This is an optimization exercise on Yosys and OpenROAD, whose aim is small area, a short achievable clock period and few clock cycles, not a production implementation.
The RTL was checked by simulation tests, not by an equivalence proof against the original design.

## acc_top
module acc_top (
  input  logic        clk,
  input  logic        arst_n,
  input  logic        reg_wr_en,
  input  logic [2:0]  reg_wr_addr,
  input  logic [31:0] reg_wr_data,
  input  logic [2:0]  reg_rd_addr,
  output logic [31:0] reg_rd_data,
  output logic        mem_req,
  output logic [15:0] mem_addr,
  input  logic        mem_gnt,
  input  logic        mem_rvalid,
  input  logic [31:0] mem_rdata,
  output logic        out_valid,
  output logic [31:0] out_data,
  output logic        out_last,
  input  logic        out_credit
);
  logic [15:0] k_base, k_len, x_base, x_len, a_base, a_len;
  logic        busy;
  logic [7:0]  done_cnt;
  logic        ctrl_go;
  logic        job_done;
  assign ctrl_go = reg_wr_en && (reg_wr_addr == 3'd6) && reg_wr_data[0] && !busy;
  always_ff @(posedge clk or negedge arst_n) begin
    if (!arst_n) begin
      k_base <= '0;
      k_len  <= '0;
      x_base <= '0;
      x_len  <= '0;
      a_base <= '0;
      a_len  <= '0;
    end else if (reg_wr_en) begin
      case (reg_wr_addr)
        3'd0: k_base <= reg_wr_data[15:0];
        3'd1: k_len  <= reg_wr_data[15:0];
        3'd2: x_base <= reg_wr_data[15:0];
        3'd3: x_len  <= reg_wr_data[15:0];
        3'd4: a_base <= reg_wr_data[15:0];
        3'd5: a_len  <= reg_wr_data[15:0];
        default: ;
      endcase
    end
  end
  always_ff @(posedge clk or negedge arst_n) begin
    if (!arst_n) begin
      busy     <= 1'b0;
      done_cnt <= '0;
    end else if (ctrl_go) begin
      busy <= 1'b1;
    end else if (job_done) begin
      busy     <= 1'b0;
      done_cnt <= done_cnt + 1'b1;
    end
  end
  always_comb begin
    reg_rd_data = '0;
    case (reg_rd_addr)
      3'd0: reg_rd_data[15:0] = k_base;
  ...
For scale: about 2400 cells after synthesis, ~440 flip-flops.
==> flow/config.mk <==
export PLATFORM = sky130hd
export DESIGN_NAME = acc_top
export DESIGN_NICKNAME = acc_top
export VERILOG_FILES = /design/flow/design.v
export SDC_FILE = /design/flow/constraint.sdc
export NUM_CORES = 4
export LEC_CHECK = 0
export ABC_CLOCK_PERIOD_IN_PS = 3000
export CAP_MARGIN = 20
export CORE_MARGIN = 2
export CORE_UTILIZATION = 60
export SETUP_SLACK_MARGIN = 2.8
export SLEW_MARGIN = 20
==> flow/constraint.sdc <==
create_clock -name core_clock -period 6.0 [get_ports {clk}]
set_input_delay 1.2000 -clock core_clock [delete_from_list [all_inputs] [get_ports {clk}]]
set_output_delay 1.2000 -clock core_clock [all_outputs]
set_load 0.01 [all_outputs]
standard.sh (not shown) runs the stock make flow with config.mk's settings and CLKGATE_MAP_FILE= SYNTH_SCRIPT=/design/flow/synth_recipe.tcl, a recipe that flattens the netlist after the stock synthesis.
==> flow/flow/run.sh <==
#!/bin/bash
# The standard layout, with the port buffers made from the smallest buffer
# cell instead of the default pick; repair still resizes them where needed.
set -o pipefail
export BUFFER_PORTS_ARGS="-buffer_cell sky130_fd_sc_hd__buf_1"
bash standard.sh 2>&1 | tee standard.log
Testbench counts at the start, summed over its fixed seeds: cycles 9,964.
==> next run, changes <==
==> flow/run.sh (new file) <==
#!/bin/bash
# synth_recipe.tcl (not shown) runs the flow's synth.tcl, then flattens the netlist and writes it again
# the make line also repeats each setting of config.mk as NAME=value (left out here)
make -C /OpenROAD-flow-scripts/flow DESIGN_CONFIG=/design/flow/config.mk WORK_HOME=/design/flow/orfs CLKGATE_MAP_FILE= SYNTH_SCRIPT=/design/flow/synth_recipe.tcl finish
--- a/flow/config.mk
+++ b/flow/config.mk
@@ -11 +11,3 @@
-export CORE_UTILIZATION = 60
+export CORE_UTILIZATION = 40
+export CTS_BUF_LIST = sky130_fd_sc_hd__clkbuf_8
+export CTS_CLUSTER_SIZE = 30
removed: flow/flow/run.sh
removed: flow/standard.sh
After rerunning: Worst setup slack got worse by 0.013 ns. Via count grows slightly. Fmax drops slightly. Synthesized cell count is unchanged. Cell area went up by a few percent. Synthesized area stays the same.

---

## before
Starting RTL as in the previous note.
## acc_top
module acc_top (
  input  logic        clk,
  input  logic        arst_n,
  input  logic        reg_wr_en,
  input  logic [2:0]  reg_wr_addr,
  input  logic [31:0] reg_wr_data,
  input  logic [2:0]  reg_rd_addr,
  output logic [31:0] reg_rd_data,
  output logic        mem_req,
  output logic [15:0] mem_addr,
  input  logic        mem_gnt,
  input  logic        mem_rvalid,
  input  logic [31:0] mem_rdata,
  output logic        out_valid,
  output logic [31:0] out_data,
  output logic        out_last,
  input  logic        out_credit
);
clock: 6.0 ns
lec_check: 0
abc_clock_period_in_ps: 3000
cap_margin: 20
core_margin: 2
core_utilization: 60
setup_slack_margin: 2.5
slew_margin: 20
run.sh (not shown) runs the stock make flow with config.mk's settings and CLKGATE_MAP_FILE= SYNTH_SCRIPT=/design/flow/synth_recipe.tcl, a recipe that flattens the netlist after the stock synthesis.
Stock flow here: none of the scripts above is used.
Testbench counts of before, summed over its fixed seeds: cycles 9,964.
What after does differently from before at the input level:
- CTS_CLUSTER_SIZE: unset -> 22
- TNS_END_PERCENT: unset -> 0
- SETUP_SLACK_MARGIN: 2.5 -> 3.0
- CORE_UTILIZATION: 60 -> 72
- CTS_CLUSTER_DIAMETER: unset -> 120
==> flow/flow/run.sh (new file) <==
#!/bin/bash
# The standard layout, with the port buffers made from the smallest buffer
# cell instead of the default pick; repair still resizes them where needed.
set -o pipefail
export BUFFER_PORTS_ARGS="-buffer_cell sky130_fd_sc_hd__buf_1"
bash standard.sh 2>&1 | tee standard.log
==> flow/standard.sh (new file) <==
#!/bin/bash
# synth_recipe.tcl (not shown) runs the flow's synth.tcl, then flattens the netlist and writes it again
# the make line also repeats each setting of config.mk as NAME=value (left out here)
make -C /OpenROAD-flow-scripts/flow DESIGN_CONFIG=/design/flow/config.mk WORK_HOME=/design/flow/orfs CLKGATE_MAP_FILE= SYNTH_SCRIPT=/design/flow/synth_recipe.tcl "${@:-finish}"
removed: flow/run.sh
Notes after the runs:
Diff before and after: placer congestion estimate higher in after
Between before and after, the setup slack is higher for before.
Lower worst hold slack across all endpoints was reported by after, not before.
Comparing after with before, the highest clock rate came out essentially unchanged.
Post-route minimum period in after is 6.2 ps higher than in before

## re-timing with driven ports
How much do the figures lean on ideal ports? The routed layouts below were timed once more, with nothing changed but the port constraints.
Step 1 sets driving cells, clkbuf_16 on the clock port and buf_2 on the other inputs (assumed; they add their load-dependent delay and slew).
Step 2 also shifts input and output timing later by t, the mid clock arrival at the registers, as if the neighbouring blocks saw the same clock.
Three values: ideal ports, drivers, drivers and shift; two values: the first two.
run	shift t [ns]	slack for setup (ns)	worst setup path after step 2	slew at the worst register clock pin (ns)
the first run of note 1	0.659	2.471 / 2.406 / 2.406	input to output	0.06 / 0.06
the second run of note 1	0.726	2.458 / 2.396 / 2.396	input to output	0.07 / 0.07
before	0.641	2.409 / 2.347 / 2.030	input to register	0.07 / 0.07
after	0.629	2.403 / 2.316 / 2.301	input to register	0.10 / 0.10
After both steps every run listed still meets setup and hold. For before, which loses most, drivers alone change the setup slack by -0.062 ns; drivers and shift together by -0.379 ns.
